From an optimization exercise on the open Yosys and OpenROAD flow, aimed at small area, a short achievable clock period and few clock cycles per item; shortcuts taken in it are not production practice. Function was checked by simulation only, so behaviour that the tests miss may differ from the original.

## flow/design.v (module list and top-level ports; edited modules follow where they fit)
// module pdvl_st1a: 1455 lines
// module pdvl_fin32: 446 lines
// module pdvl_st2a: 2257 lines
// module pdvl_fin26: 358 lines
// module pdvl_ksum: 325 lines
// module dual_axis_pd_velocity_loop: 143 lines
module dual_axis_pd_velocity_loop (
   input  logic         clock,
   input  logic         reset,
   input  logic         req_valid,
   output logic         req_ready,
   input  logic [15:0]  req_cmd_x,
   input  logic [15:0]  req_cmd_y,
   input  logic [15:0]  req_vel_x,
   input  logic [15:0]  req_vel_y,
   output logic         rsp_valid,
   input  logic         rsp_ready,
   output logic [15:0]  rsp_out_x,
   output logic [15:0]  rsp_out_y,
   output logic         rsp_clipped,
   input  logic         csr_valid,
   output logic         csr_ready,
   input  logic [2:0]   csr_index,
   input  logic [31:0]  csr_data
);
  // ...
==> flow/run.sh <==
#!/bin/bash
# synth_recipe.tcl (not shown) runs the flow's synth.tcl, then flattens the netlist and writes it again
# the make line also repeats each setting of config.mk as NAME=value (left out here)
make -C /OpenROAD-flow-scripts/flow DESIGN_CONFIG=/design/flow/config.mk WORK_HOME=/design/flow/orfs CLKGATE_MAP_FILE= SYNTH_SCRIPT=/design/flow/synth_recipe.tcl finish
==> flow/config.mk <==
export PLATFORM = sky130hd
export DESIGN_NAME = dual_axis_pd_velocity_loop
export DESIGN_NICKNAME = dual_axis_pd_velocity_loop
export VERILOG_FILES = /design/flow/design.v
export SDC_FILE = /design/flow/constraint.sdc
export NUM_CORES = 4
export LEC_CHECK = 0
export ABC_AREA = 1
export CAP_MARGIN = 20
export CORE_MARGIN = 2
export CORE_UTILIZATION = 30
export SETUP_SLACK_MARGIN = 5.0
export SLEW_MARGIN = 20
==> flow/constraint.sdc <==
create_clock -name core_clock -period 11.0 [get_ports {clock}]
set_input_delay 2.2000 -clock core_clock [delete_from_list [all_inputs] [get_ports {clock}]]
set_output_delay 2.2000 -clock core_clock [all_outputs]
set_load 0.01 [all_outputs]
==> qor.csv, run 1 <==
stage,metric,value,unit
setup_path,required,11410,ps
logic_synthesis,synth_fp_nets,9887,
final_layout,fin_cells,11600,
setup_path,crit_type,reg -> reg,
setup_path,crit_path_start_kind,flop,
logic_synthesis,ys_warn_count,3,
logic_synthesis,synth_most_common_cell,xor2_1,
final_layout,final_cell_mix,"xor2_1 (1313), o22ai_1 (1247), inv_1 (1209), fa_1 (1183), nand2_1 (520)",
floorplanning,core_area,0.259,mm^2
floorplanning,taps,3402,
final_layout,clock_cell_area_share,0.0291,
logic_synthesis,synth_ff_type,edfxtp_1,
hold_path,worstHoldEndpoint,cmd_y2_ff[12]$_DFFE_PN_,
grt,grt_max_degree,103,
grt,grt_pass1_vias,63700,
clock_network,cts_buffer_depth,3,
setup_path,crit_buf_inv,3,
grt,met3_usage,0.0388,
clock_network,clockRootBuffer,clkbuf_16,
route,num_vias,62000,
floorplanning,io-pin-count,140,
clock_network,cts_setup_buffers,30,
timing,finalSetupTns,0,ps
placement,place_congestion,0.942,
logic_synthesis,yosys-top-cells-count,"xor2_1 (1314), o22ai_1 (1250), inv_1 (1224), fa_1 (1186), nand2_1 (546)",
route,wire_per_inst,22.4,um
final_layout,utilization,0.333,
logic_synthesis,synth-async-reset-ratio,0,
logic_synthesis,synth_top_area_frac,0.305,
final_layout,largest_cell_class,multi-input combinational cells,
logic_synthesis,synth-compound-area-share,0.145,
placement,portBuffers,138,
timing,rsz0062_at_grt,true,
timing,setup_violations,0,
run_status,outcome,"complete, no violations",
route,drc_errors,0,
clock_network,htree_levels,3,
final_layout,sh_seq_area,0.182,
Testbench counts, summed over its fixed seeds: cycles 2,176, items 2,048.
==> module dual_axis_pd_velocity_loop, before the edit <==
module dual_axis_pd_velocity_loop (
   input  logic         clock,
   input  logic         reset,
   input  logic         req_valid,
   output logic         req_ready,
   input  logic [15:0]  req_cmd_x,
   input  logic [15:0]  req_cmd_y,
   input  logic [15:0]  req_vel_x,
   input  logic [15:0]  req_vel_y,
   output logic         rsp_valid,
   input  logic         rsp_ready,
   output logic [15:0]  rsp_out_x,
   output logic [15:0]  rsp_out_y,
   output logic         rsp_clipped,
   input  logic         csr_valid,
   output logic         csr_ready,
   input  logic [2:0]   csr_index,
   input  logic [31:0]  csr_data
);
   logic [23:0] kp_x_ff, kp_y_ff, kd_x_ff, kd_y_ff;
   logic [31:0] scale_x_ff, scale_y_ff;
   logic        deriv_en_ff;
   logic        adv, start;
   logic        v1_ff, v2_ff, v3_ff, rsp_valid_ff;
   logic [31:0] a1_x_ff, a1_y_ff, b1_x_ff, b1_y_ff;
   logic        c1_x_ff, c1_y_ff;
   logic [15:0] cmd_x1_ff, cmd_y1_ff;
   logic [15:0] cmd_x2_ff, cmd_y2_ff, err_x_ff, err_y_ff;
   logic        clip2_ff;
   logic [25:0] a3_x_ff, a3_y_ff, b3_x_ff, b3_y_ff;
   logic        c3_x_ff, c3_y_ff;
   logic        clip3_ff;
   logic [15:0] prev_x_ff, prev_y_ff;
   logic [15:0] out_x_ff, out_y_ff;
   logic        clip_ff;
   logic [31:0] a1_x, a1_y, b1_x, b1_y;
   logic        c1_x, c1_y;
   logic [25:0] a3_x, a3_y, b3_x, b3_y;
   logic        c3_x, c3_y;
   logic [15:0] e_x, e_y, o_x, o_y;
   logic        ce_x, ce_y, co_x, co_y;
   logic [23:0] kd_x_en, kd_y_en;
   logic [24:0] k1_x, k1_y, k1_x_ff, k1_y_ff;
   assign adv       = !rsp_valid_ff || rsp_ready;
   assign req_ready = adv;
   assign start     = req_valid && adv;
   assign csr_ready = 1'b1;
   always_ff @(posedge clock) begin
      if (reset) begin
         kp_x_ff     <= '0;
         kp_y_ff     <= '0;
         kd_x_ff     <= '0;
         kd_y_ff     <= '0;
         scale_x_ff  <= '0;
         scale_y_ff  <= '0;
         deriv_en_ff <= 1'b1;
      end else if (csr_valid) begin
         case (csr_index)
            3'd0: kp_x_ff     <= csr_data[23:0];
            3'd1: kp_y_ff     <= csr_data[23:0];
            3'd2: kd_x_ff     <= csr_data[23:0];
            3'd3: kd_y_ff     <= csr_data[23:0];
            3'd4: scale_x_ff  <= csr_data;
            3'd5: scale_y_ff  <= csr_data;
            3'd6: deriv_en_ff <= csr_data[0];
            default: ;
         endcase
      end
   end
   assign kd_x_en = deriv_en_ff ? kd_x_ff : 24'd0;
   assign kd_y_en = deriv_en_ff ? kd_y_ff : 24'd0;
   pdvl_ksum u_kx (.a(kp_x_ff), .b(kd_x_en), .y(k1_x));
   pdvl_ksum u_ky (.a(kp_y_ff), .b(kd_y_en), .y(k1_y));
   always_ff @(posedge clock) begin
      k1_x_ff <= k1_x;
      k1_y_ff <= k1_y;
   end
   pdvl_st1a u_x1a (.cmd(req_cmd_x), .vel(req_vel_x), .scale(scale_x_ff),
                    .hi_a(a1_x), .hi_b(b1_x), .lo_c(c1_x));
   pdvl_st1a u_y1a (.cmd(req_cmd_y), .vel(req_vel_y), .scale(scale_y_ff),
                    .hi_a(a1_y), .hi_b(b1_y), .lo_c(c1_y));
   pdvl_fin32 u_x1b (.hi_a(a1_x_ff), .hi_b(b1_x_ff), .lo_c(c1_x_ff), .y(e_x), .clip(ce_x));
   pdvl_fin32 u_y1b (.hi_a(a1_y_ff), .hi_b(b1_y_ff), .lo_c(c1_y_ff), .y(e_y), .clip(ce_y));
   pdvl_st2a u_x2a (.cmd(cmd_x2_ff), .err(err_x_ff), .prev(prev_x_ff), .k1(k1_x_ff),
                    .k2(kd_x_en), .hi_a(a3_x), .hi_b(b3_x), .lo_c(c3_x));
   pdvl_st2a u_y2a (.cmd(cmd_y2_ff), .err(err_y_ff), .prev(prev_y_ff), .k1(k1_y_ff),
                    .k2(kd_y_en), .hi_a(a3_y), .hi_b(b3_y), .lo_c(c3_y));
   pdvl_fin26 u_x2b (.hi_a(a3_x_ff), .hi_b(b3_x_ff), .lo_c(c3_x_ff), .y(o_x), .clip(co_x));
   pdvl_fin26 u_y2b (.hi_a(a3_y_ff), .hi_b(b3_y_ff), .lo_c(c3_y_ff), .y(o_y), .clip(co_y));
   always_ff @(posedge clock) begin
      if (reset) begin
         v1_ff        <= 1'b0;
         v2_ff        <= 1'b0;
         v3_ff        <= 1'b0;
         rsp_valid_ff <= 1'b0;
      end else if (adv) begin
         v1_ff        <= start;
         v2_ff        <= v1_ff;
         v3_ff        <= v2_ff;
         rsp_valid_ff <= v3_ff;
      end
   end
   always_ff @(posedge clock) begin
      if (reset) begin
         prev_x_ff <= '0;
         prev_y_ff <= '0;
      end else if (adv && v2_ff && deriv_en_ff) begin
         prev_x_ff <= err_x_ff;
         prev_y_ff <= err_y_ff;
      end
   end
   always_ff @(posedge clock) begin
      if (adv) begin
         a1_x_ff   <= a1_x;
         a1_y_ff   <= a1_y;
         b1_x_ff   <= b1_x;
         b1_y_ff   <= b1_y;
         c1_x_ff   <= c1_x;
         c1_y_ff   <= c1_y;
         cmd_x1_ff <= req_cmd_x;
         cmd_y1_ff <= req_cmd_y;
         cmd_x2_ff <= cmd_x1_ff;
         cmd_y2_ff <= cmd_y1_ff;
         err_x_ff  <= e_x;
         err_y_ff  <= e_y;
         clip2_ff  <= ce_x | ce_y;
         a3_x_ff   <= a3_x;
         a3_y_ff   <= a3_y;
         b3_x_ff   <= b3_x;
         b3_y_ff   <= b3_y;
         c3_x_ff   <= c3_x;
         c3_y_ff   <= c3_y;
         clip3_ff  <= clip2_ff;
         out_x_ff  <= o_x;
         out_y_ff  <= o_y;
         clip_ff   <= clip3_ff | co_x | co_y;
      end
   end
   assign rsp_valid   = rsp_valid_ff;
   assign rsp_out_x   = out_x_ff;
   assign rsp_out_y   = out_y_ff;
   assign rsp_clipped = clip_ff;
endmodule
==> inputs of run 2 (changes only) <==
--- a/flow/design.v
+++ b/flow/design.v
@@ -4568,326 +4568,17 @@
 endmodule
-module pdvl_ksum (
-   input  logic [23:0] a,
-   input  logic [23:0] b,
-   output logic [24:0] y
+module pdvl_radd #(
+   parameter int W = 12
+) (
+   input  logic [W-1:0] a,
+   input  logic [W-1:0] b,
+   input  logic         ci,
+   output logic [W-1:0] s,
+   output logic         co
 );
-   logic k_g0;
-   logic k_p0;
-   logic k_g1;
-   logic k_p1;
-   logic k_g2;
-   logic k_p2;
-   logic k_g3;
-   logic k_p3;
-   logic k_g4;
-   logic k_p4;
-   logic k_g5;
-   logic k_p5;
-   logic k_g6;
-   logic k_p6;
-   logic k_g7;
-   logic k_p7;
-   logic k_g8;
-   logic k_p8;
-   logic k_g9;
-   logic k_p9;
-   logic k_g10;
-   logic k_p10;
-   logic k_g11;
-   logic k_p11;
-   logic k_g12;
-   logic k_p12;
-   logic k_g13;
-   logic k_p13;
-   logic k_g14;
-   logic k_p14;
-   logic k_g15;
-   logic k_p15;
-   logic k_g16;
-   logic k_p16;
-   logic k_g17;
-   logic k_p17;
-   logic k_g18;
-   logic k_p18;
-   logic k_g19;
-   logic k_p19;
-   logic k_g20;
-   logic k_p20;
-   logic k_g21;
-   logic k_p21;
-   logic k_g22;
-   logic k_p22;
-   logic k_g23;
-   logic k_p23;
-   logic k_g24;
-   logic k_p24;
-   logic k_G1;
-   logic k_P1;
-   logic k_G2;
-   logic k_P2;
-   logic k_G3;
-   logic k_P3;
-   logic k_G4;
-   logic k_P4;
-   logic k_G5;
-   logic k_P5;
-   logic k_G6;
-   logic k_P6;
-   logic k_G7;
-   logic k_P7;
-   logic k_G8;
-   logic k_P8;
-   logic k_G9;
-   logic k_P9;
-   logic k_G10;
-   logic k_P10;
-   logic k_G11;
-   logic k_P11;
-   logic k_G12;
-   logic k_P12;
-   logic k_G13;
-   logic k_P13;
-   logic k_G14;
-   logic k_P14;
-   logic k_G15;
-   logic k_P15;
-   logic k_G16;
-   logic k_P16;
-   logic k_G17;
-   logic k_P17;
-   logic k_G18;
-   logic k_P18;
-   logic k_G19;
-   logic k_P19;
-   logic k_G20;
-   logic k_P20;
-   logic k_G21;
-   logic k_P21;
-   logic k_G22;
-   logic k_P22;
-   logic k_G23;
-   logic k_P23;
-   logic k_G24;
-   logic k_P24;
-   logic k_G25;
-   logic k_P25;
-   logic k_G26;
-   logic k_P26;
-   logic k_G27;
-   logic k_P27;
-   logic k_G28;
-   logic k_P28;
-   logic k_G29;
-   logic k_P29;
-   logic k_G30;
-   logic k_P30;
-   logic k_G31;
-   logic k_P31;
-   logic k_G32;
-   logic k_P32;
-   logic k_G33;
-   logic k_P33;
-   logic k_G34;
-   logic k_P34;
-   logic k_G35;
-   logic k_P35;
-   logic k_G36;
-   logic k_P36;
-   logic k_G37;
-   logic k_P37;
-   logic k_G38;
-   logic k_P38;
-   logic k_G39;
-   logic k_P39;
-   logic k_G40;
-   logic k_P40;
-   logic k_G41;
-   logic k_P41;
-   logic k_G42;
-   logic k_P42;
-   logic k_s0;
-   logic k_s1;
-   logic k_s2;
-   logic k_s3;
-   logic k_s4;
-   logic k_s5;
-   logic k_s6;
-   logic k_s7;
-   logic k_s8;
-   logic k_s9;
-   logic k_s10;
-   logic k_s11;
-   logic k_s12;
-   logic k_s13;
-   logic k_s14;
-   logic k_s15;
-   logic k_s16;
-   logic k_s17;
-   logic k_s18;
-   logic k_s19;
-   logic k_s20;
-   logic k_s21;
-   logic k_s22;
-   logic k_s23;
-   logic k_s24;
-   assign k_g0 = a[0] & b[0];
-   assign k_p0 = a[0] ^ b[0];
-   assign k_g1 = a[1] & b[1];
-   assign k_p1 = a[1] ^ b[1];
-   assign k_g2 = a[2] & b[2];
-   assign k_p2 = a[2] ^ b[2];
-   assign k_g3 = a[3] & b[3];
-   assign k_p3 = a[3] ^ b[3];
-   assign k_g4 = a[4] & b[4];
-   assign k_p4 = a[4] ^ b[4];
-   assign k_g5 = a[5] & b[5];
-   assign k_p5 = a[5] ^ b[5];
-   assign k_g6 = a[6] & b[6];
-   assign k_p6 = a[6] ^ b[6];
-   assign k_g7 = a[7] & b[7];
-   assign k_p7 = a[7] ^ b[7];
-   assign k_g8 = a[8] & b[8];
-   assign k_p8 = a[8] ^ b[8];
-   assign k_g9 = a[9] & b[9];
-   assign k_p9 = a[9] ^ b[9];
-   assign k_g10 = a[10] & b[10];
-   assign k_p10 = a[10] ^ b[10];
-   assign k_g11 = a[11] & b[11];
-   assign k_p11 = a[11] ^ b[11];
-   assign k_g12 = a[12] & b[12];
-   assign k_p12 = a[12] ^ b[12];
-   assign k_g13 = a[13] & b[13];
-   assign k_p13 = a[13] ^ b[13];
-   assign k_g14 = a[14] & b[14];
-   assign k_p14 = a[14] ^ b[14];
-   assign k_g15 = a[15] & b[15];
-   assign k_p15 = a[15] ^ b[15];
-   assign k_g16 = a[16] & b[16];
-   assign k_p16 = a[16] ^ b[16];
-   assign k_g17 = a[17] & b[17];
-   assign k_p17 = a[17] ^ b[17];
-   assign k_g18 = a[18] & b[18];
-   assign k_p18 = a[18] ^ b[18];
-   assign k_g19 = a[19] & b[19];
-   assign k_p19 = a[19] ^ b[19];
-   assign k_g20 = a[20] & b[20];
-   assign k_p20 = a[20] ^ b[20];
-   assign k_g21 = a[21] & b[21];
-   assign k_p21 = a[21] ^ b[21];
-   assign k_g22 = a[22] & b[22];
-   assign k_p22 = a[22] ^ b[22];
-   assign k_g23 = a[23] & b[23];
-   assign k_p23 = a[23] ^ b[23];
-   assign k_g24 = a[23] & b[23];
-   assign k_p24 = a[23] ^ b[23];
-   assign k_G1 = k_g1 | (k_p1 & k_g0);
-   assign k_P1 = k_p1 & k_p0;
-   assign k_G2 = k_g3 | (k_p3 & k_g2);
-   assign k_P2 = k_p3 & k_p2;
-   assign k_G3 = k_g5 | (k_p5 & k_g4);
-   assign k_P3 = k_p5 & k_p4;
-   assign k_G4 = k_g7 | (k_p7 & k_g6);
-   assign k_P4 = k_p7 & k_p6;
-   assign k_G5 = k_g9 | (k_p9 & k_g8);
-   assign k_P5 = k_p9 & k_p8;
-   assign k_G6 = k_g11 | (k_p11 & k_g10);
-   assign k_P6 = k_p11 & k_p10;
-   assign k_G7 = k_g13 | (k_p13 & k_g12);
-   assign k_P7 = k_p13 & k_p12;
-   assign k_G8 = k_g15 | (k_p15 & k_g14);
-   assign k_P8 = k_p15 & k_p14;
-   assign k_G9 = k_g17 | (k_p17 & k_g16);
-   assign k_P9 = k_p17 & k_p16;
-   assign k_G10 = k_g19 | (k_p19 & k_g18);
-   assign k_P10 = k_p19 & k_p18;
-   assign k_G11 = k_g21 | (k_p21 & k_g20);
-   assign k_P11 = k_p21 & k_p20;
-   assign k_G12 = k_g23 | (k_p23 & k_g22);
-   assign k_P12 = k_p23 & k_p22;
-   assign k_G13 = k_G2 | (k_P2 & k_G1);
-   assign k_P13 = k_P2 & k_P1;
-   assign k_G14 = k_G4 | (k_P4 & k_G3);
-   assign k_P14 = k_P4 & k_P3;
-   assign k_G15 = k_G6 | (k_P6 & k_G5);
-   assign k_P15 = k_P6 & k_P5;
-   assign k_G16 = k_G8 | (k_P8 & k_G7);
-   assign k_P16 = k_P8 & k_P7;
-   assign k_G17 = k_G10 | (k_P10 & k_G9);
-   assign k_P17 = k_P10 & k_P9;
-   assign k_G18 = k_G12 | (k_P12 & k_G11);
-   assign k_P18 = k_P12 & k_P11;
-   assign k_G19 = k_G14 | (k_P14 & k_G13);
-   assign k_P19 = k_P14 & k_P13;
-   assign k_G20 = k_G16 | (k_P16 & k_G15);
-   assign k_P20 = k_P16 & k_P15;
-   assign k_G21 = k_G18 | (k_P18 & k_G17);
-   assign k_P21 = k_P18 & k_P17;
-   assign k_G22 = k_G20 | (k_P20 & k_G19);
-   assign k_P22 = k_P20 & k_P19;
-   assign k_G23 = k_G21 | (k_P21 & k_G22);
-   assign k_P23 = k_P21 & k_P22;
-   assign k_G24 = k_G15 | (k_P15 & k_G19);
-   assign k_P24 = k_P15 & k_P19;
-   assign k_G25 = k_G17 | (k_P17 & k_G22);
-   assign k_P25 = k_P17 & k_P22;
-   assign k_G26 = k_G3 | (k_P3 & k_G13);
-   assign k_P26 = k_P3 & k_P13;
-   assign k_G27 = k_G5 | (k_P5 & k_G19);
-   assign k_P27 = k_P5 & k_P19;
-   assign k_G28 = k_G7 | (k_P7 & k_G24);
-   assign k_P28 = k_P7 & k_P24;
-   assign k_G29 = k_G9 | (k_P9 & k_G22);
-   assign k_P29 = k_P9 & k_P22;
-   assign k_G30 = k_G11 | (k_P11 & k_G25);
-   assign k_P30 = k_P11 & k_P25;
-   assign k_G31 = k_g2 | (k_p2 & k_G1);
-   assign k_P31 = k_p2 & k_P1;
-   assign k_G32 = k_g4 | (k_p4 & k_G13);
-   assign k_P32 = k_p4 & k_P13;
-   assign k_G33 = k_g6 | (k_p6 & k_G26);
-   assign k_P33 = k_p6 & k_P26;
-   assign k_G34 = k_g8 | (k_p8 & k_G19);
-   assign k_P34 = k_p8 & k_P19;
-   assign k_G35 = k_g10 | (k_p10 & k_G27);
-   assign k_P35 = k_p10 & k_P27;
-   assign k_G36 = k_g12 | (k_p12 & k_G24);
-   assign k_P36 = k_p12 & k_P24;
-   assign k_G37 = k_g14 | (k_p14 & k_G28);
-   assign k_P37 = k_p14 & k_P28;
-   assign k_G38 = k_g16 | (k_p16 & k_G22);
-   assign k_P38 = k_p16 & k_P22;
-   assign k_G39 = k_g18 | (k_p18 & k_G29);
-   assign k_P39 = k_p18 & k_P29;
-   assign k_G40 = k_g20 | (k_p20 & k_G25);
-   assign k_P40 = k_p20 & k_P25;
-   assign k_G41 = k_g22 | (k_p22 & k_G30);
-   assign k_P41 = k_p22 & k_P30;
-   assign k_G42 = k_g24 | (k_p24 & k_G23);
-   assign k_P42 = k_p24 & k_P23;
-   assign k_s0 = k_p0;
-   assign k_s1 = k_p1 ^ k_g0;
-   assign k_s2 = k_p2 ^ k_G1;
-   assign k_s3 = k_p3 ^ k_G31;
-   assign k_s4 = k_p4 ^ k_G13;
-   assign k_s5 = k_p5 ^ k_G32;
-   assign k_s6 = k_p6 ^ k_G26;
-   assign k_s7 = k_p7 ^ k_G33;
-   assign k_s8 = k_p8 ^ k_G19;
-   assign k_s9 = k_p9 ^ k_G34;
-   assign k_s10 = k_p10 ^ k_G27;
-   assign k_s11 = k_p11 ^ k_G35;
-   assign k_s12 = k_p12 ^ k_G24;
-   assign k_s13 = k_p13 ^ k_G36;
-   assign k_s14 = k_p14 ^ k_G28;
-   assign k_s15 = k_p15 ^ k_G37;
-   assign k_s16 = k_p16 ^ k_G22;
-   assign k_s17 = k_p17 ^ k_G38;
-   assign k_s18 = k_p18 ^ k_G29;
-   assign k_s19 = k_p19 ^ k_G39;
-   assign k_s20 = k_p20 ^ k_G25;
-   assign k_s21 = k_p21 ^ k_G40;
-   assign k_s22 = k_p22 ^ k_G30;
-   assign k_s23 = k_p23 ^ k_G41;
-   assign k_s24 = k_p24 ^ k_G23;
-   assign y = {k_s24, k_s23, k_s22, k_s21, k_s20, k_s19, k_s18, k_s17, k_s16, k_s15, k_s14, k_s13, k_s12, k_s11, k_s10, k_s9, k_s8, k_s7, k_s6, k_s5, k_s4, k_s3, k_s2, k_s1, k_s0};
+   logic [W:0] c;
+   assign c[0] = ci;
+   for (genvar i = 0; i < W; i++) begin : g_bit
+      assign {c[i+1], s[i]} = {1'b0, a[i]} + {1'b0, b[i]} + {1'b0, c[i]};
+   end
+   assign co = c[W];
 endmodule
@@ -4936,2 +4627,3 @@
    logic [24:0] k1_x, k1_y, k1_x_ff, k1_y_ff;
+   logic        k1c_x, k1c_y, k1c_x_ff, k1c_y_ff;
    assign adv       = !rsp_valid_ff || rsp_ready;
@@ -4964,7 +4656,17 @@
    assign kd_y_en = deriv_en_ff ? kd_y_ff : 24'd0;
-   pdvl_ksum u_kx (.a(kp_x_ff), .b(kd_x_en), .y(k1_x));
-   pdvl_ksum u_ky (.a(kp_y_ff), .b(kd_y_en), .y(k1_y));
+   pdvl_radd #(.W(12)) u_kxl (.a(kp_x_ff[11:0]), .b(kd_x_en[11:0]), .ci(1'b0),
+                              .s(k1_x[11:0]), .co(k1c_x));
+   pdvl_radd #(.W(13)) u_kxh (.a({kp_x_ff[23], kp_x_ff[23:12]}),
+                              .b({kd_x_en[23], kd_x_en[23:12]}), .ci(k1c_x_ff),
+                              .s(k1_x[24:12]), .co());
+   pdvl_radd #(.W(12)) u_kyl (.a(kp_y_ff[11:0]), .b(kd_y_en[11:0]), .ci(1'b0),
+                              .s(k1_y[11:0]), .co(k1c_y));
+   pdvl_radd #(.W(13)) u_kyh (.a({kp_y_ff[23], kp_y_ff[23:12]}),
+                              .b({kd_y_en[23], kd_y_en[23:12]}), .ci(k1c_y_ff),
+                              .s(k1_y[24:12]), .co());
    always_ff @(posedge clock) begin
-      k1_x_ff <= k1_x;
-      k1_y_ff <= k1_y;
+      k1_x_ff  <= k1_x;
+      k1_y_ff  <= k1_y;
+      k1c_x_ff <= k1c_x;
+      k1c_y_ff <= k1c_y;
    end
--- a/flow/config.mk
+++ b/flow/config.mk
@@ -8,6 +8,8 @@
 export ABC_AREA = 1
-export CAP_MARGIN = 20
+export CAP_MARGIN = 10
 export CORE_MARGIN = 2
 export CORE_UTILIZATION = 30
+export CTS_CLUSTER_DIAMETER = 120
+export CTS_CLUSTER_SIZE = 22
 export SETUP_SLACK_MARGIN = 5.0
-export SLEW_MARGIN = 20
+export SLEW_MARGIN = 10
==> run 2 against run 1 <==
Effect of this change:
- still clean
- area after synthesis fell by 0.86%
- die area fell by 0.85%
- sequential cell count rose by 2
- clock skew fell by 17 ps
- first-iteration DRC count fell by 7.0%
- non-clock buffer count rose by 46
- final cell count fell by 1.3%
- largest cell class unchanged
- highest routed layer is now met4
==> qor.csv, run 2 <==
stage,metric,value,unit,change
placement,dpl-instance-area,0.0818,mm^2,
logic_synthesis,synth_ff_type,edfxtp_1,,
setup_path,ff2ff_path_depth,21,,
timing,holdWs,423,ps,
setup_path,crit_buf_inv,6,,+3
hold_path,hold_depth,0,,
setup_path,crit_path_start_kind,primary input,,
run_status,outcome,"complete, no violations",,
grt,grtUsageTotal,0.195,,
logic_synthesis,synth_top_area_frac,0.314,,+0.00886
floorplanning,die_y,511,um,
final_layout,multi_input_area,0.0548,mm^2,
logic_synthesis,synth_cell_type_count,50,,
logic_synthesis,synth.cell_area,0.0772,mm^2,
route,num_vias,61300,,-1.1%
logic_synthesis,ys_warn_count,3,,unchanged
logic_synthesis,syn_inst,8205,,
placement,place_congestion,0.936,,-0.61%
clock_network,cts.sinks,608,,
route,drc_errors,0,,unchanged
logic_synthesis,synth_fp_nets,9759,,-1.3%
hold_path,hold_start,cmd_y1_ff[7]$_DFFE_PN_,,
timing,finalSetupTns,0,ps,unchanged
grt,grt_pass1_vias,62200,,-2.4%
timing,slew_headroom,0.174,,
grt,overflow,0,,
clock_network,cts_buffer_depth,3,,unchanged
final_layout,final_cell_area,0.0855,mm^2,
logic_synthesis,synth_edf_count,359,,
final_layout,fin_cells,11500,,-1.3%
clock_network,clk-insertion-delay-late,710,ps,
job,maxCapViolCount,0,,
placement,portBuffers,138,,unchanged
logic_synthesis,yosys-top-cells-count,"xor2_1 (1290), fa_1 (1210), inv_1 (1210), o22ai_1 (1210), nand2_1 (556)",,
setup_path,reg2reg_to,c3_x_ff$_DFFE_PN_,,
route,drtIter0Drc,6753,,
setup_path,required,11430,ps,+20 ps
setup_path,critical_path.max_fanout,32,,
timing,drv_slew,0,,
setup_path,arrival,6420,ps,
timing,rsz0062_at_grt,true,,
route,vias_per_cell,5.34,,
timing,final_hold_viol_count,0,,
placement,pre_cts_ws,2790,ps,
floorplanning,io-pin-count,140,,unchanged
logic_synthesis,synth.avg_cell_area,9.41,um^2,
final_layout,layout-drive-gt1-share,0.0683,,
final_layout,seq_area,0.0158,mm^2,
logic_synthesis,yosys_register_bits,608,,
logic_synthesis,synth_area_leaders,"fa_1 (31%), xor2_1 (15%), edfxtp_1 (14%)",,
timing,fin_skew,43.7,ps,
route,firstDrtPassIters,6,,
setup_path,path_delay_family,adder cells,,
final_layout,layout.nets,9616,,
route,wl,263000,um,
clock_network,htree_levels,2,,-1
grt,grt_max_degree,137,,+33%
final_layout,mostFrequentLayoutCell,xor2_1,,
timing,max_freq,167,MHz,
clock_network,cts_tree,built,,
floorplanning,start_util,0.301,,
setup_path,crit_type,in -> reg,,
floorplanning,dieArea,0.261,mm^2,
setup_path,crit_slowest_cell,fa_2,,
timing,min_period_over_period,0.544,,
final_layout,fill_cells,26200,,
final_layout,reg_top3,"scale_x_ff (32), scale_y_ff (32)",,
logic_synthesis,seq_area_frac_synth,0.204,,
hold_path,hp-class,reg -> reg,,
timing,worst_slew_pin_slew,1240,ps,
setup_path,cp_slowest_stage_delay,610,ps,
final_layout,syn2layout_area_growth,10.7,%,
floorplanning,rows,186,,
clock_network,clk_pin_slew,100,ps,
logic_synthesis,synth_area_leader_cell,fa_1,,
setup_path,reg2reg_slack,5160,ps,
timing,fin_ws,5010,ps,
timing,min_period,5990,ps,
floorplanning,core_area,0.256,mm^2,-0.98%
logic_synthesis,synth-async-reset-ratio,0,,unchanged
final_layout,final_cell_mix,"xor2_1 (1290), o22ai_1 (1203), fa_1 (1200), inv_1 (1195), nand2_1 (515)",,
setup_path,r2r_start,prev_x_ff[1]$_SDFFE_PP0P_,,
hold_path,worstHoldEndpoint,cmd_y2_ff[7]$_DFFE_PN_,,
setup_path,cp_common_cell,fa_1,,
clock_network,cts_hold_buf,0,,
setup_path,crit_chain,"buf_2, buf_8, inv_4, o21ai_4, buf_12, o22ai_1, xor2_1, fa_1, fa_1, inv_1, fa_1, inv_1, fa_2, nand2_2, o211ai_1, a21oi_2, a221oi_2, nand2_1",,
final_layout,utilization,0.333,,about the same
clock_network,clockRootBuffer,clkbuf_16,,
route,wire_per_inst,22.9,um,+2.1%
timing,setup_violations,0,,unchanged
grt,grt_pass1_wl,395000,um,
grt,antenna_found_initial,16,,
placement,dp_hpwl,190000,um,
route,final_antenna_net_count,0,,
placement,dp.cells,11300,,
clock_network,cts_inserted_buffers,40,,
floorplanning,die_x,511,um,
logic_synthesis,synth_most_common_cell,xor2_1,,
setup_path,end_kind,flop,,
-- run 2: changes by cell type after synthesis, moves of 15 or more --
cell,delta
o211ai_1,+28
o22ai_1,-40
o21ai_0,+33
a21oi_1,-38
fa_1,+24
ha_1,-44
buf_1,+25
nand3_1,-15
xor2_1,-24
xnor2_1,-16
-- run 2: layout make-up --
type / instances / area share
clock inverters: 16 / 0.00282
well taps: 3384 / 0.0495
repair buffers: 427 / 0.0490
flip-flops and latches: 608 / 0.185
repair inverters: 5 / 0.000381
clock buffers: 56 / 0.0125
inverters: 1307 / 0.0596
diodes: 10 / 0.000293
multi-input cells: 5673 / 0.641
-- run 2: worst register-to-register path, stage by stage, from the launching register on --
cell      delay (ps)
dfxtp_4          550
nor2_1           140
nor2_2           220
inv_1             60
buf_4            250
o22ai_1          230
xor2_1           300
ha_1             300
inv_1             90
fa_1             430
fa_1             480
fa_1             490
inv_1             50
fa_1             530
inv_1             60
fa_2             580
nand2_1           80
a21boi_0         140
nand3_1          140
a21oi_1           80
a31oi_1          180
nand3_2          180
-- run 2: cell families (layout without fill, tap and decap cells) --
kind of cell	count (synthesis)	in the layout	synth area share
xor gates and xnor gates	1315	1315	0.149
DFF	608	608	0.204
adders and majority gates	1450	1450	0.353
and+or+nand+nor	1032	1034	0.0542
buffers and inverters	1930	1811	0.0953
AOI/OAI and AO/OA	1869	1873	0.145
other	1	11	0.0000486
-- run 2: layer usage --
metal / share of wire / up-vias / track usage
li1: - / 26600 / -
met1: 0.41 / 30800 / 0.263
met2: 0.45 / 3371 / 0.308
met3: 0.095 / 547 / 0.0356
met4: 0.044 / 0 / 0.0746
met5: 0 / - / 0
-- run 2: repair_timing --
action | in CTS | in global routing
gates resized for setup | 116 | 191
setup endpoints to repair | 95 | 38
gates cloned | 8 | 16
pin swaps | 10 | 25
setup buffers | 53 | 67
-- run 2: worst max-delay path by stage --
stage | from | end | slack [ps] | cells after the start
2_1_floorplan | rsp_ready | prev_y_ff[10]$_SDFFE_PP0P_ | 2130 | 6
3_3_place_gp | req_vel_y[0] | c1_y_ff$_DFFE_PN_ | 2810 | 18
3_5_place_dp | req_vel_y[0] | c1_y_ff$_DFFE_PN_ | 2790 | 18
4_1_cts | req_vel_y[13] | c1_y_ff$_DFFE_PN_ | 4740 | 18
5_1_grt | req_vel_y[5] | c1_y_ff$_DFFE_PN_ | 4890 | 21
6_report | req_vel_y[13] | c1_y_ff$_DFFE_PN_ | 5010 | 18
Testbench counts of run 2, summed over its fixed seeds: cycles 2,176, items 2,048.
==> inputs of run 3 (changes only) <==
--- a/flow/config.mk
+++ b/flow/config.mk
@@ -13,2 +13,3 @@
 export CTS_CLUSTER_SIZE = 22
+export PLACE_DENSITY = 0.72
 export SETUP_SLACK_MARGIN = 5.0
==> run 3 against run 2 <==
Effect of this change:
- critical path depth up 2
- area after synthesis unchanged
- count of clock-buffer cells in the layout up 3
- clock skew up 41 ps
- sequential share of layout area up 0.17 points
- wire length down 9.4%
- utilization down 0.28 points
- sequential cell count unchanged
- critical path type unchanged
- largest cell class unchanged
==> qor.csv, run 3 <==
stage,metric,value,unit,change
placement,portBuffers,138,,unchanged
hold_path,hp-class,reg -> reg,,
timing,min_period,5900,ps,-84.8 ps
floorplanning,dieArea,0.261,mm^2,unchanged
floorplanning,start_util,0.301,,unchanged
final_layout,syn2layout_area_growth,9.76,%,
grt,grt_pass1_wl,365000,um,-7.8%
setup_path,crit_type,in -> reg,,
logic_synthesis,synth_area_leader_cell,fa_1,,
timing,max_freq,169,MHz,+1.4%
logic_synthesis,synth_cell_type_count,50,,unchanged
placement,dp_hpwl,173000,um,-8.6%
setup_path,ff2ff_path_depth,13,,-38%
setup_path,required,11430,ps,about the same
floorplanning,die_x,511,um,unchanged
hold_path,hold_depth,0,,unchanged
route,num_vias,60700,,-1.0%
clock_network,cts_tree,built,,
logic_synthesis,synth.avg_cell_area,9.41,um^2,unchanged
route,vias_per_cell,5.31,,-0.59%
logic_synthesis,synth_area_leaders,"fa_1 (31%), xor2_1 (15%), edfxtp_1 (14%)",,
grt,grt_pass1_vias,60300,,-3.0%
clock_network,cts_buffer_depth,3,,unchanged
logic_synthesis,yosys_register_bits,608,,unchanged
timing,setup_violations,0,,unchanged
route,drtIter0Drc,7463,,+11%
final_layout,reg_top3,"scale_x_ff (32), scale_y_ff (32)",,
setup_path,end_kind,flop,,
logic_synthesis,synth_top_area_frac,0.314,,unchanged
grt,grtUsageTotal,0.177,,-0.0178
clock_network,cts_inserted_buffers,38,,-5.0%
timing,fin_skew,84.6,ps,+40.9 ps
logic_synthesis,synth_fp_nets,9759,,unchanged
route,wire_per_inst,20.9,um,-9.0%
run_status,outcome,"complete, no violations",,
clock_network,clockRootBuffer,clkbuf_16,,
route,firstDrtPassIters,8,,+2
logic_synthesis,yosys-top-cells-count,"xor2_1 (1290), fa_1 (1210), inv_1 (1210), o22ai_1 (1210), nand2_1 (556)",,
logic_synthesis,syn_inst,8205,,unchanged
final_layout,layout-drive-gt1-share,0.0593,,-0.00902
timing,min_period_over_period,0.537,,-0.00770
floorplanning,io-pin-count,140,,unchanged
logic_synthesis,seq_area_frac_synth,0.204,,unchanged
setup_path,arrival,6340,ps,-80 ps
route,wl,239000,um,-9.4%
setup_path,crit_path_start_kind,primary input,,
clock_network,clk_pin_slew,100,ps,about the same
timing,worst_slew_pin_slew,1130,ps,-110 ps
grt,overflow,0,,unchanged
grt,antenna_found_initial,19,,+3
logic_synthesis,synth-async-reset-ratio,0,,unchanged
placement,place_congestion,0.960,,+2.5%
logic_synthesis,synth_edf_count,359,,unchanged
timing,drv_slew,0,,unchanged
floorplanning,rows,186,,unchanged
clock_network,htree_levels,2,,unchanged
grt,grt_max_degree,158,,+15%
floorplanning,core_area,0.256,mm^2,unchanged
logic_synthesis,ys_warn_count,3,,unchanged
timing,final_hold_viol_count,0,,unchanged
clock_network,cts.sinks,608,,unchanged
timing,finalSetupTns,0,ps,unchanged
timing,rsz0062_at_grt,true,,
logic_synthesis,synth.cell_area,0.0772,mm^2,unchanged
logic_synthesis,synth_most_common_cell,xor2_1,,
route,drc_errors,0,,unchanged
job,maxCapViolCount,0,,unchanged
final_layout,layout.nets,9565,,-0.53%
logic_synthesis,synth_ff_type,edfxtp_1,,
setup_path,critical_path.max_fanout,13,,-59%
floorplanning,die_y,511,um,unchanged
final_layout,final_cell_mix,"xor2_1 (1290), o22ai_1 (1205), fa_1 (1204), inv_1 (1195), nand2_1 (525)",,
final_layout,mostFrequentLayoutCell,xor2_1,,
clock_network,clk-insertion-delay-late,700,ps,about the same
final_layout,fill_cells,26100,,-0.24%
clock_network,cts_hold_buf,0,,unchanged
route,final_antenna_net_count,0,,unchanged
timing,slew_headroom,0.248,,+0.0735
[run 3: cell counts after synthesis]
No cell type changed its count.
[run 3: metrics by stage]
step                std cells  instance area [um^2]  worst slack (ps)   util  hold WS, ps
floorplan                8205                 77600              2130      -          400
CTS                     11400                 83600              4710  0.326          408
global placement        11300                 81700              3110  0.319          400
detailed placement      11300                 81700              3100  0.319          405
finish                  11400                 84800              5100  0.331          415
global route            11400                 84800              4950  0.330          430
[run 3: final timing paths]
path | start | endpoint | slack (ps)
hold / removal | cmd_y1_ff[5]$_DFFE_PN_ | cmd_y2_ff[5]$_DFFE_PN_ | 410
hold reg to reg | cmd_y1_ff[5]$_DFFE_PN_ | cmd_y2_ff[5]$_DFFE_PN_ | 410
setup / recovery | req_vel_y[1] | c1_y_ff$_DFFE_PN_ | 5100
setup reg to reg | deriv_en_ff$_SDFFE_PP1P_ | b3_x_ff[9]$_DFFE_PN_ | 5120
[run 3: cells by family (layout without fill, tap and decap cells)]
family | count (synthesis) | count (layout) | share of synthesized area
xor+xnor | 1315 | 1315 | 0.149
compound gates | 1869 | 1873 | 0.145
simple gates | 1032 | 1035 | 0.0542
fa+ha+maj | 1450 | 1450 | 0.353
flops | 608 | 608 | 0.204
buf+inv | 1930 | 1759 | 0.0953
other cells | 1 | 11 | 0.0000486
[run 3: critical path, stage by stage]
cell        delay (ps)
clkbuf_4           240
nand2_1            170
inv_1               90
nor2_4             160
clkinvlp_4         160
buf_4              160
o22ai_2            150
xor2_1             140
fa_1               550
inv_1               60
fa_1               470
inv_1               50
fa_1               470
inv_1               50
fa_1               460
or2_4              250
o21ai_2             60
o211ai_1           130
a221oi_2           240
nand2_1             70
[run 3: per-layer routing]
layer	track usage	part of all wire
met5	0	0.00014
met4	0.0744	0.047
met3	0.0412	0.11
met2	0.275	0.44
met1	0.235	0.40
[run 3: final cells by class]
cell class	instances	area (um^2)	area share
Tap cell	3384	4230	0.0499
Antenna cell	10	25.0	0.000295
Sequential cell	608	15800	0.186
Timing Repair inverter	5	28.8	0.000339
Clock buffer	59	1050	0.0124
Multi-Input combinational cell	5674	54700	0.646
Inverter	1307	5070	0.0598
Timing Repair Buffer	377	3670	0.0433
Clock inverter	11	168	0.00198
[run 3: timing repair]
| action | 4_1_cts | 5_1_grt |
|---|---|---|
| resized for setup | 82 | 168 |
| setup buffers | 41 | 41 |
| setup endpoints to repair | 112 | 51 |
| pin swaps | 6 | 15 |
| cloned | 9 | 13 |
==> inputs of run 4 (changes only) <==
--- a/flow/config.mk
+++ b/flow/config.mk
@@ -13,3 +13,3 @@
 export CTS_CLUSTER_SIZE = 22
-export PLACE_DENSITY = 0.72
+export PLACE_DENSITY = 0.5
 export SETUP_SLACK_MARGIN = 5.0
==> run 4 against run 3 <==
Effect of this change:
- critical path type is now in -> out
- still clean
- largest cell class unchanged
- utilization is 0.37 points higher
- worst setup slack better by 15 ps
- wire length is 12% higher
- final cell count is 0.48% higher
- sequential share of layout area is 0.22 points lower
==> qor.csv, run 4 <==
stage,metric,value,unit,change
timing,min_period_over_period,0.535,,-0.00140
placement,portBuffers,138,,unchanged
logic_synthesis,syn_inst,8205,,unchanged
final_layout,layout-drive-gt1-share,0.0695,,+0.0102
final_layout,layout.nets,9620,,+0.58%
logic_synthesis,synth_area_leader_cell,fa_1,,
setup_path,arrival,3690,ps,-2650 ps
run_status,outcome,"complete, no violations",,
grt,grt_max_degree,136,,-14%
clock_network,htree_levels,2,,unchanged
grt,grt_pass1_wl,401000,um,+10%
job,maxCapViolCount,0,,unchanged
route,wl,268000,um,+12%
clock_network,cts_tree,built,,
floorplanning,core_area,0.256,mm^2,unchanged
logic_synthesis,synth_most_common_cell,xor2_1,,
timing,final_hold_viol_count,0,,unchanged
floorplanning,die_x,511,um,unchanged
route,wire_per_inst,23.3,um,+12%
hold_path,hold_start,cmd_y1_ff[13]$_DFFE_PN_,,
hold_path,hp-class,reg -> reg,,
grt,met3_usage,0.0302,,-0.0110
placement,dpl-instance-area,0.0819,mm^2,+0.20%
placement,dp_hpwl,193000,um,+11%
floorplanning,io-pin-count,140,,unchanged
setup_path,r2r_start,deriv_en_ff$_SDFFE_PP1P_,,
clock_network,cts.sinks,608,,unchanged
setup_path,ff2ff_path_depth,17,,+4
grt,grt_util_met2,0.331,,+0.0557
floorplanning,rows,186,,unchanged
grt,antenna_found_initial,12,,-7
clock_network,clk_pin_slew,100,ps,about the same
hold_path,hold_depth,0,,unchanged
final_layout,final_cell_mix,"xor2_1 (1290), fa_1 (1207), o22ai_1 (1201), inv_1 (1191), nand2_1 (517)",,
logic_synthesis,yosys_register_bits,608,,unchanged
logic_synthesis,synth_fp_nets,9759,,unchanged
clock_network,clockRootBuffer,clkbuf_16,,
logic_synthesis,synth-async-reset-ratio,0,,unchanged
logic_synthesis,synth.avg_cell_area,9.41,um^2,unchanged
timing,min_period,5890,ps,-15.4 ps
final_layout,utilization,0.334,,+0.00371
logic_synthesis,synth_ff_type,edfxtp_1,,
final_layout,final_cell_area,0.0857,mm^2,+1.1%
setup_path,crit_type,in -> out,,
setup_path,reg2reg_to,k1_x_ff[11]$_DFF_P_,,
logic_synthesis,synth_top_area_frac,0.314,,unchanged
route,firstDrtPassIters,5,,-3
placement,place_congestion,0.926,,-3.5%
timing,max_freq,170,MHz,+0.26%
final_layout,mostFrequentLayoutCell,xor2_1,,
logic_synthesis,synth.cell_area,0.0772,mm^2,unchanged
route,final_antenna_net_count,0,,unchanged
timing,slew_headroom,0.159,,-0.0887
timing,worst_slew_pin_slew,1260,ps,+133 ps
route,num_vias,60600,,-0.26%
setup_path,crit_path_start_kind,primary input,,
route,drtIter0Drc,5831,,-22%
timing,setup_violations,0,,unchanged
route,vias_per_cell,5.27,,-0.74%
grt,grt_util_met1,0.265,,+0.0309
floorplanning,start_util,0.301,,unchanged
final_layout,reg_top3,"scale_x_ff (32), scale_y_ff (32)",,
route,drc_errors,0,,unchanged
logic_synthesis,synth_area_leaders,"fa_1 (31%), xor2_1 (15%), edfxtp_1 (14%)",,
setup_path,end_kind,output port,,
timing,finalSetupTns,0,ps,unchanged
timing,fin_skew,93.0,ps,+8.42 ps
logic_synthesis,ys_warn_count,3,,unchanged
grt,overflow,0,,unchanged
setup_path,required,8800,ps,-2630 ps
setup_path,reg2reg_slack,5150,ps,+30 ps
timing,rsz0062_at_grt,true,,
logic_synthesis,yosys-top-cells-count,"xor2_1 (1290), fa_1 (1210), inv_1 (1210), o22ai_1 (1210), nand2_1 (556)",,
grt,grt_pass1_vias,62800,,+4.1%
grt,grt_busiest_layer,met2,,
timing,drv_slew,0,,unchanged
logic_synthesis,seq_area_frac_synth,0.204,,unchanged
logic_synthesis,synth_cell_type_count,50,,unchanged
clock_network,clk-insertion-delay-late,760,ps,+60 ps
final_layout,syn2layout_area_growth,11.0,%,
setup_path,critical_path.max_fanout,12,,-1
floorplanning,die_y,511,um,unchanged
clock_network,cts_inserted_buffers,43,,+13%
grt,grtUsageTotal,0.199,,+0.0218
hold_path,worstHoldEndpoint,cmd_y2_ff[13]$_DFFE_PN_,,
floorplanning,dieArea,0.261,mm^2,unchanged
clock_network,cts_buffer_depth,3,,unchanged
logic_synthesis,synth_edf_count,359,,unchanged
[run 4: cell counts after synthesis]
No cell type changed its count.
[run 4: logic make-up after synthesis]
kind of cell    synth area share
buf+inv                   0.0953
compound gates             0.145
fa+ha+maj                  0.353
xor+xnor                   0.149
simple gates              0.0542
flops                      0.204
other cells            0.0000486
[run 4: repair_timing]
item / in CTS / in global routing
endpoints found under the setup margin: 79 / 59
gates cloned: 8 / 22
setup buffers: 50 / 50
pin swaps: 13 / 25
gates resized for setup: 104 / 218
hold buffers: 0 / 0
[run 4: how the worst max path moves through the flow]
stage | start | endpoint | slack [ps] | depth (start not counted)
CTS | req_vel_y[3] | c1_y_ff$_DFFE_PN_ | 4800 | 19
global route | req_vel_y[10] | c1_y_ff$_DFFE_PN_ | 4960 | 19
floorplan | rsp_ready | prev_y_ff[10]$_SDFFE_PP0P_ | 2130 | 6
global placement | req_vel_y[0] | c1_y_ff$_DFFE_PN_ | 2710 | 18
finish | rsp_ready | req_ready | 5110 | 5
detailed placement | req_vel_y[0] | c1_y_ff$_DFFE_PN_ | 2760 | 18
[run 4: cell type report]
type                            count  area, um^2
Clock buffer                       60        1170
Sequential cell                   608       15800
Tap cell                         3384        4230
Inverter                         1307        5100
Clock inverter                     20         324
Timing Repair inverter              3        18.8
Fill cell                       26400      171000
Antenna cell                        5        12.5
Timing Repair Buffer              426        4220
Multi-Input combinational cell   5677       54900
[run 4: routing by layer]
metal,vias to the layer above,part of all wire
met3,476,0.074
met1,30800,0.42
met4,4,0.031
li1,26600,-
met2,2637,0.47
met5,-,0.000090
[run 4: critical path: stages]
cell and delay (ps):
clkdlybuf4s50_1 500, nor2_4 60, clkinvlp_4 50, buf_4 250, clkdlybuf4s50_1 600
[run 4: per-stage QoR]
stage                     worst slack [ps]  hold slack, ps  cells
after detailed placement              2760             405  11300
after CTS                             4800             393  11400
after global placement                2710             401  11300
after global routing                  4960             399  11500
after floorplan                       2130             400   8205
final                                 5110             391  11500
==> inputs of run 5 (changes only) <==
--- a/flow/config.mk
+++ b/flow/config.mk
@@ -11,5 +11,4 @@
 export CORE_UTILIZATION = 30
-export CTS_CLUSTER_DIAMETER = 120
-export CTS_CLUSTER_SIZE = 22
-export PLACE_DENSITY = 0.5
+export CTS_CLUSTER_DIAMETER = 100
+export CTS_CLUSTER_SIZE = 18
 export SETUP_SLACK_MARGIN = 5.0
==> run 5 against run 4 <==
Effect of this change:
- still clean
- global-route usage fell by 0.27 points
- fmax fell by 1.4%
- non-clock buffer count fell by 5
- area after synthesis did not move
- critical path depth rose by 11
- worst hold slack improved by 17 ps
- via count rose by 2.1%
- wire length fell by 1.1%
- cell area barely moved
- first-iteration DRC count rose by 17%
- critical path type is now in -> reg
- highest routed layer unchanged
==> qor.csv, run 5 <==
stage,metric,value,unit,change
grt,grtUsageTotal,0.196,,-0.00271
clock_network,cts_tree,built,,
hold_path,hp-class,reg -> reg,,
route,num_vias,61800,,+2.1%
clock_network,htree_levels,2,,unchanged
clock_network,clk_pin_slew,80,ps,-20 ps
placement,dp_hpwl,190000,um,-1.6%
logic_synthesis,synth_ff_type,edfxtp_1,,
logic_synthesis,synth_fp_nets,9759,,unchanged
grt,grt_pass1_vias,62500,,-0.55%
clock_network,cts_inserted_buffers,49,,+14%
setup_path,cp_slowest_stage_delay,580,ps,-20 ps
route,drtIter0Drc,6824,,+17%
grt,antenna_found_initial,16,,+4
final_layout,final_cell_mix,"xor2_1 (1290), o22ai_1 (1202), fa_1 (1202), inv_1 (1194), nand2_1 (513)",,
placement,dpl-instance-area,0.0818,mm^2,-0.13%
timing,min_period_over_period,0.543,,+0.00768
floorplanning,die_y,511,um,unchanged
clock_network,cts_hold_buf,0,,unchanged
clock_network,clockRootBuffer,clkbuf_16,,
setup_path,required,11490,ps,+2690 ps
timing,max_freq,167,MHz,-1.4%
setup_path,end_kind,flop,,
timing,drv_slew,0,,unchanged
timing,finalSetupTns,0,ps,unchanged
run_status,outcome,"complete, no violations",,
logic_synthesis,synth.avg_cell_area,9.41,um^2,unchanged
setup_path,ff2ff_path_depth,18,,+1
final_layout,mostFrequentLayoutCell,xor2_1,,
setup_path,crit_type,in -> reg,,
route,vias_per_cell,5.38,,+2.0%
floorplanning,start_util,0.301,,unchanged
floorplanning,io-pin-count,140,,unchanged
logic_synthesis,synth_cell_type_count,50,,unchanged
timing,rsz0062_at_grt,true,,
route,wl,265000,um,-1.1%
route,final_antenna_net_count,0,,unchanged
timing,worst_slew_pin_slew,1290,ps,+32.1 ps
timing,final_hold_viol_count,0,,unchanged
final_layout,final_cell_area,0.0857,mm^2,about the same
setup_path,path_delay_family,adder cells,,
final_layout,layout.nets,9622,,+0.021%
placement,portBuffers,138,,unchanged
floorplanning,rows,186,,unchanged
final_layout,syn2layout_area_growth,11.0,%,about the same
timing,fin_skew,80.9,ps,-12.2 ps
final_layout,layout-drive-gt1-share,0.0692,,-0.000315
logic_synthesis,yosys_register_bits,608,,unchanged
logic_synthesis,synth_area_leader_cell,fa_1,,
logic_synthesis,synth-async-reset-ratio,0,,unchanged
logic_synthesis,synth_top_area_frac,0.314,,unchanged
setup_path,cp_common_cell,fa_1,,
logic_synthesis,ys_warn_count,3,,unchanged
logic_synthesis,synth_edf_count,359,,unchanged
placement,place_congestion,0.936,,+1.0%
setup_path,critical_path.max_fanout,33,,+21
setup_path,crit_path_start_kind,primary input,,
floorplanning,die_x,511,um,unchanged
clock_network,cts_buffer_depth,3,,unchanged
setup_path,worst-path-stages,16,,+11
route,drc_errors,0,,unchanged
logic_synthesis,seq_area_frac_synth,0.204,,unchanged
final_layout,reg_top3,"scale_x_ff (32), scale_y_ff (32)",,
floorplanning,core_area,0.256,mm^2,unchanged
logic_synthesis,synth_area_leaders,"fa_1 (31%), xor2_1 (15%), edfxtp_1 (14%)",,
logic_synthesis,synth_most_common_cell,xor2_1,,
setup_path,arrival,6460,ps,+2770 ps
grt,overflow,0,,unchanged
clock_network,clk-insertion-delay-late,760,ps,about the same
job,maxCapViolCount,0,,unchanged
setup_path,crit_buf_inv,5,,+1
clock_network,cts.sinks,608,,unchanged
timing,setup_violations,0,,unchanged
route,wire_per_inst,23.1,um,-1.2%
grt,grt_max_degree,137,,+0.74%
grt,grt_pass1_wl,397000,um,-0.90%
logic_synthesis,syn_inst,8205,,unchanged
final_layout,fill_cells,26100,,-1.1%
setup_path,crit_chain,"buf_2, buf_8, clkinvlp_4, o21ai_4, buf_4, o22ai_1, xor2_1, fa_1, fa_1, inv_1, fa_1, fa_1, o211ai_1, a21oi_2, a221oi_2, nand2_1",,
logic_synthesis,yosys-top-cells-count,"xor2_1 (1290), fa_1 (1210), inv_1 (1210), o22ai_1 (1210), nand2_1 (556)",,
setup_path,crit_slowest_cell,fa_1,,
floorplanning,dieArea,0.261,mm^2,unchanged
timing,slew_headroom,0.138,,-0.0215
route,firstDrtPassIters,6,,+1
hold_path,hold_depth,0,,unchanged
timing,min_period,5970,ps,+84.5 ps
logic_synthesis,synth.cell_area,0.0772,mm^2,unchanged
## run 5: timing repair
action                     CTS  global route
gates resized for setup    124           166
setup endpoints to repair   85            16
setup buffers               61            50
pin swaps                   18            16
gates cloned                11            19
## run 5: layout make-up
class | instances | area (um^2) | share of cell area
multi-input combinational | 5674 | 54800 | 0.640
sequential | 608 | 15800 | 0.184
inverter | 1307 | 5100 | 0.0595
tap | 3384 | 4230 | 0.0494
timing repair buffer | 421 | 4100 | 0.0478
clock buffer | 70 | 1330 | 0.0155
clock inverter | 22 | 289 | 0.00337
timing repair inverter | 7 | 57.6 | 0.000671
antenna | 8 | 20.0 | 0.000233
## run 5: cells by family (layout without fill, tap and decap cells)
family | count (synthesis) | after routing | synth area share
buf+inv | 1930 | 1827 | 0.0953
other cells | 1 | 9 | 0.0000486
xor+xnor | 1315 | 1315 | 0.149
flops | 608 | 608 | 0.204
fa+ha+maj | 1450 | 1450 | 0.353
compound gates | 1869 | 1873 | 0.145
simple gates | 1032 | 1035 | 0.0542
## run 5: worst paths after layout
| path | start | slack (ps) | to |
|---|---|---|---|
| max | req_vel_y[11] | 5030 | c1_y_ff$_DFFE_PN_ |
| min | cmd_x1_ff[14]$_DFFE_PN_ | 410 | cmd_x2_ff[14]$_DFFE_PN_ |
| max reg2reg | deriv_en_ff$_SDFFE_PP1P_ | 5160 | c3_x_ff$_DFFE_PN_ |
| min reg2reg | cmd_x1_ff[14]$_DFFE_PN_ | 410 | cmd_x2_ff[14]$_DFFE_PN_ |
## run 5: worst register-to-register path, stage by stage (launching register included)
cell	delay [ps]
dfxtp_4	430
buf_12	260
nand2_1	680
o22ai_1	460
xor2_1	210
fa_1	460
fa_1	430
fa_1	540
inv_1	50
fa_1	530
inv_1	70
fa_2	620
nand2_1	80
a21boi_1	140
nand3_1	140
buf_4	130
nor2_1	30
nand2_1	110
nand3_2	180
## run 5: layer usage
layer  vias to the layer above  GRT usage  routed length, um
met5                         -          0                 19
met1                     31000      0.264             109000
li1                      26600          -                  -
met2                      3515      0.310             120000
met3                       620     0.0376              25000
met4                         4     0.0747              11300
## run 5: per-stage QoR
stage | setup WS, ps | hold WS, ps | utilization | std cells
after floorplan | 2130 | 400 | - | 8205
after global placement | 2810 | 401 | 0.319 | 11300
after detailed placement | 2790 | 405 | 0.319 | 11300
after CTS | 4960 | 417 | 0.329 | 11400
after global routing | 4860 | 425 | 0.334 | 11500
final | 5030 | 408 | 0.334 | 11500

==> re-timing with driven ports <==
In the flow no input, the clock included, has a driving cell. The finished layouts below were timed again as built, in two steps.
Step 1 assumes that a clkbuf_16 drives the clock port and a buf_2 every other input.
Step 2, shift: input delay + t, output delay - t, t = (earliest + latest rising clock arrival at the registers) / 2. This alone moves slack from input paths to output paths.
a / b / c = no drivers / after step 1 / after step 2; a / b = the first two.
run	shift t [ns]	setup slack, ns	pins driven straight from the clock port
run 1	0.795	5.028 / 5.028 / 4.418	1
run 2	0.782	5.011 / 5.060 / 4.277	1
run 3	0.754	5.096 / 5.085 / 4.417	1
run 4	0.808	5.111 / 5.087 / 4.402	1
run 5	0.821	5.027 / 5.077 / 4.256	1
After both steps every run listed still meets setup and hold. The setup slack of run 5, which loses most, moves by +0.050 ns with the drivers and by -0.771 ns with both steps.
